Background: an optimization exercise with open tools, aiming at small area. Do not read the settings as production practice. Function was checked by simulation only, so behaviour that the tests miss may differ from the original. Power figures rest on the tool's default switching activity, not on a simulated workload.

## tlp_loopback_top
module tlp_loopback_top #(
    parameter int FIFO_DEPTH = 8
) (
    input  wire         clk_pcie,
    input  wire         rst,
    input  wire  [63:0] rx_data,
    input  wire  [7:0]  rx_keep,
    input  wire         rx_last,
    input  wire         rx_valid,
    output logic        rx_ready,
    output logic [63:0] tx_data,
    output logic [7:0]  tx_keep,
    output logic        tx_last,
    output logic        tx_valid,
    input  wire         tx_ready
);
    localparam int CW    = $clog2(FIFO_DEPTH) + 1;
    localparam int SLOTS = 15;
    logic [63:0] mem    [1:SLOTS];
    logic [SLOTS:1] keep_m;
    logic [SLOTS:1] last_m;
    logic [3:0]    wr_ptr;
    logic [3:0]    rd_ptr;
    logic          wr_half;
    logic          rd_half;
    logic          pend;
    logic [CW-1:0] count;
    logic rx_fire;
    logic tx_fire;
    logic pop;
    logic head_last;
    assign rx_ready = (count <= CW'(FIFO_DEPTH - 2));
    assign tx_valid = (count != '0);
    assign rx_fire  = rx_valid && rx_ready;
    assign tx_fire  = tx_valid && tx_ready;
    assign pop      = tx_fire && (rd_half || head_last);
    logic [3:0] wr_next;
    logic [3:0] rd_next;
    assign wr_next = {wr_ptr[2:0], wr_ptr[3] ^ wr_ptr[2]};
    assign rd_next = {rd_ptr[2:0], rd_ptr[3] ^ rd_ptr[2]};
    always_ff @(posedge clk_pcie) begin
        if (rst) begin
            wr_ptr  <= 4'd1;
  ...
==> flow/config.mk <==
export PLATFORM = sky130hd
export DESIGN_NAME = tlp_loopback_top
export DESIGN_NICKNAME = tlp_loopback_top
export VERILOG_FILES = /design/flow/design.v
export SDC_FILE = /design/flow/constraint.sdc
export NUM_CORES = 4
export LEC_CHECK = 0
export CAP_MARGIN = 0
export CORE_MARGIN = 2
export CORE_UTILIZATION = 40
export SLEW_MARGIN = 0
export SYNTH_HIERARCHICAL = 1
export SYNTH_MINIMUM_KEEP_SIZE = 0
==> flow/constraint.sdc <==
create_clock -name core_clock -period 5.0 [get_ports {clk_pcie}]
set_input_delay 1.0000 -clock core_clock [delete_from_list [all_inputs] [get_ports {clk_pcie}]]
set_output_delay 1.0000 -clock core_clock [all_outputs]
set_load 0.01 [all_outputs]
standard.sh (not shown) runs the stock make flow with config.mk's settings and CLKGATE_MAP_FILE= SYNTH_SCRIPT=/design/flow/synth_recipe.tcl, a recipe that flattens the netlist after the stock synthesis.
==> flow/flow/run.sh <==
#!/bin/bash
# The standard layout (standard.sh) with two changes: the port buffers are plain buf_1
# cells (repair may still size them up), and clock tree synthesis adds no dummy loads.
set -euo pipefail
CTS_ARGS="-sink_clustering_enable -repair_clock_nets -sink_clustering_size 16 -sink_clustering_max_diameter 50 -buf_list sky130_fd_sc_hd__clkbuf_8 -dont_use_dummy_load"
bash standard.sh "BUFFER_PORTS_ARGS=-buffer_cell sky130_fd_sc_hd__buf_1" "CTS_ARGS=${CTS_ARGS}" finish > standard_make.log 2>&1
The baseline ran to the end with no violations.
Rerun with:
==> flow/flow/run.sh (replaced) <==
#!/bin/bash
# The standard layout (standard.sh) with two changes: the port buffers are plain buf_1
# cells (repair may still size them up), and clock tree synthesis adds no dummy loads.
set -euo pipefail
CTS_ARGS="-sink_clustering_enable -repair_clock_nets -sink_clustering_size 10 -sink_clustering_max_diameter 40 -buf_list sky130_fd_sc_hd__clkbuf_4 -dont_use_dummy_load"
bash standard.sh "BUFFER_PORTS_ARGS=-buffer_cell sky130_fd_sc_hd__buf_1" "CTS_ARGS=${CTS_ARGS}" finish > standard_make.log 2>&1
- CAP_MARGIN: 0 -> 20
- CORE_UTILIZATION: 40 -> 60
- SLEW_MARGIN: 0 -> 20
What happened: Total power falls by a few percent; design area shrinks slightly; die area shrinks by a quarter to a third; register-to-register slack is better by 0.14 ns; global-route usage goes up by 10 points; clock power fell by roughly a tenth; synthesized area does not change; via count rose slightly; combinational power is lower by a few percent; critical path depth climbs by 1.
Rerun with:
==> flow/flow/run.sh (replaced) <==
#!/bin/bash
# The standard layout (standard.sh) with two changes: the port buffers are plain buf_1
# cells (repair may still size them up), and clock tree synthesis adds no dummy loads.
set -euo pipefail
CTS_ARGS="-sink_clustering_enable -repair_clock_nets -sink_clustering_size 6 -sink_clustering_max_diameter 30 -buf_list sky130_fd_sc_hd__clkbuf_2 -dont_use_dummy_load"
bash standard.sh "BUFFER_PORTS_ARGS=-buffer_cell sky130_fd_sc_hd__buf_1" "CTS_ARGS=${CTS_ARGS}" finish > standard_make.log 2>&1
- CORE_UTILIZATION: 60 -> 40
- CTS_BUF_LIST: unset -> sky130_fd_sc_hd__clkbuf_4
- CTS_CLUSTER_DIAMETER: unset -> 40
- CTS_CLUSTER_SIZE: unset -> 10
Outcome: Count of clock-buffer cells in the layout is higher by 70. Worst setup slack is worse by 0.13 ns. Power rises by 1.3%. Final area grows by 3.4%. Global-route usage shrinks by 8.8 points. Synthesized area is unchanged. Final cell count rises by 20%. Sequential cell count stays the same. Via count climbs by 5.3%. Non-clock buffer count increases by 66.

* * *

tlp_loopback_top again, from the RTL that the note above started with.
make LEC_CHECK=0 CAP_MARGIN=20 CORE_MARGIN=2 CORE_UTILIZATION=40 CTS_BUF_LIST=sky130_fd_sc_hd__clkbuf_8 CTS_CLUSTER_DIAMETER=50 CTS_CLUSTER_SIZE=20 SLEW_MARGIN=20 SYNTH_HIERARCHICAL=1 SYNTH_MINIMUM_KEEP_SIZE=0 finish   # period 5.0 ns
run.sh (not shown) runs the stock make flow with config.mk's settings and CLKGATE_MAP_FILE= SYNTH_SCRIPT=/design/flow/synth_recipe.tcl, a recipe that flattens the netlist after the stock synthesis.
Stock flow here: none of the scripts above is used.
Edit:
==> flow/flow/run.sh (new file) <==
#!/bin/bash
# The standard layout (standard.sh) with two changes: the port buffers are plain buf_1
# cells (repair may still size them up), and clock tree synthesis adds no dummy loads.
set -euo pipefail
CTS_ARGS="-sink_clustering_enable -repair_clock_nets -sink_clustering_size 10 -sink_clustering_max_diameter 40 -buf_list sky130_fd_sc_hd__clkbuf_4 -dont_use_dummy_load"
bash standard.sh "BUFFER_PORTS_ARGS=-buffer_cell sky130_fd_sc_hd__buf_1" "CTS_ARGS=${CTS_ARGS}" finish > standard_make.log 2>&1
==> flow/standard.sh (new file) <==
#!/bin/bash
# synth_recipe.tcl (not shown) runs the flow's synth.tcl, then flattens the netlist and writes it again
# the make line also repeats each setting of config.mk as NAME=value (left out here)
make -C /OpenROAD-flow-scripts/flow DESIGN_CONFIG=/design/flow/config.mk WORK_HOME=/design/flow/orfs CLKGATE_MAP_FILE= SYNTH_SCRIPT=/design/flow/synth_recipe.tcl "${@:-finish}"
--- a/flow/config.mk
+++ b/flow/config.mk
@@ -10,5 +10,3 @@
 export CORE_UTILIZATION = 40
-export CTS_BUF_LIST = sky130_fd_sc_hd__clkbuf_8
-export CTS_CLUSTER_DIAMETER = 50
-export CTS_CLUSTER_SIZE = 20
+export GPL_TIMING_DRIVEN = 0
 export SLEW_MARGIN = 20
removed: flow/run.sh
Die area does not change.
Critical path depth is higher by 1.
Count of clock-buffer cells in the layout is higher by 46.
Sequential cell count is unchanged.
Area after synthesis stays the same.
Via count is higher by 1.8%.
Synthesized cell count stays the same.
First-iteration DRC count is higher by 3.9%.
Utilization is lower by 1.6 points.
Combinational power is lower by about 20%.
Cell area is lower by 3.5%.
Edit:
--- a/flow/config.mk
+++ b/flow/config.mk
@@ -10,3 +10,5 @@
 export CORE_UTILIZATION = 40
-export GPL_TIMING_DRIVEN = 0
+export CTS_BUF_LIST = sky130_fd_sc_hd__clkbuf_4
+export CTS_CLUSTER_DIAMETER = 40
+export CTS_CLUSTER_SIZE = 10
 export SLEW_MARGIN = 20
What happened:
- die area is unchanged
- total power drops slightly
- count of clock-buffer cells in the layout drops by 4
Edit:
==> flow/run.sh (new file) <==
#!/bin/bash
# synth_recipe.tcl (not shown) runs the flow's synth.tcl, then flattens the netlist and writes it again
# the make line also repeats each setting of config.mk as NAME=value (left out here)
make -C /OpenROAD-flow-scripts/flow DESIGN_CONFIG=/design/flow/config.mk WORK_HOME=/design/flow/orfs CLKGATE_MAP_FILE= SYNTH_SCRIPT=/design/flow/synth_recipe.tcl finish
removed: flow/flow/run.sh
removed: flow/standard.sh
Setup slack loses 48 ps.
Clock-buffer cell count increases by 17.
Via count fell slightly.
Core utilization grows by 1.8 points.
Cell area came out higher by a few percent.
Power went up by a few percent.
Non-clock buffer count shrinks by 3.
First-iteration DRC count rose by a few percent.
Die area does not change.

## static timing again, ports no longer ideal
The flow's constraints put no driver on any port. The routed layouts listed below were extracted and timed again, unchanged, in two steps.
Step 1, drivers: a clkbuf_16 drives clk_pcie and a buf_2 each remaining input, both assumed.
Step 2 also shifts input and output timing later by t, the mid clock arrival at the registers, as if the neighbouring blocks saw the same clock.
a / b / c = ideal ports / drivers / drivers and shift; a / b = the first two.
run | t, ns | slack for setup (ns) | hold slack, ns | slew at the worst register clock pin (ns)
the first run of note 1 | 0.764 | 0.512 / 0.448 / 1.016 | 0.466 / 0.466 / 0.466 | 0.10 / 0.10
the second run of note 1 | 1.023 | 0.322 / 0.266 / 1.161 | 0.356 / 0.332 / 0.460 | 0.10 / 0.10
the third run of note 1 | 1.407 | 0.187 / 0.124 / 0.937 | 0.169 / 0.131 / 0.471 | 0.12 / 0.12
the first run of note 2 | 0.768 | 0.201 / 0.138 / 0.906 | 0.471 / 0.471 / 0.471 | 0.12 / 0.12
the second run of note 2 | 1.000 | 0.396 / 0.338 / 0.927 | 0.379 / 0.354 / 0.457 | 0.11 / 0.11
the third run of note 2 | 1.037 | 0.228 / 0.166 / 1.005 | 0.347 / 0.319 / 0.468 | 0.11 / 0.11
the fourth run of note 2 | 1.010 | 0.180 / 0.117 / 1.033 | 0.472 / 0.472 / 0.472 | 0.12 / 0.12
After both steps setup and hold are still met in every run listed.
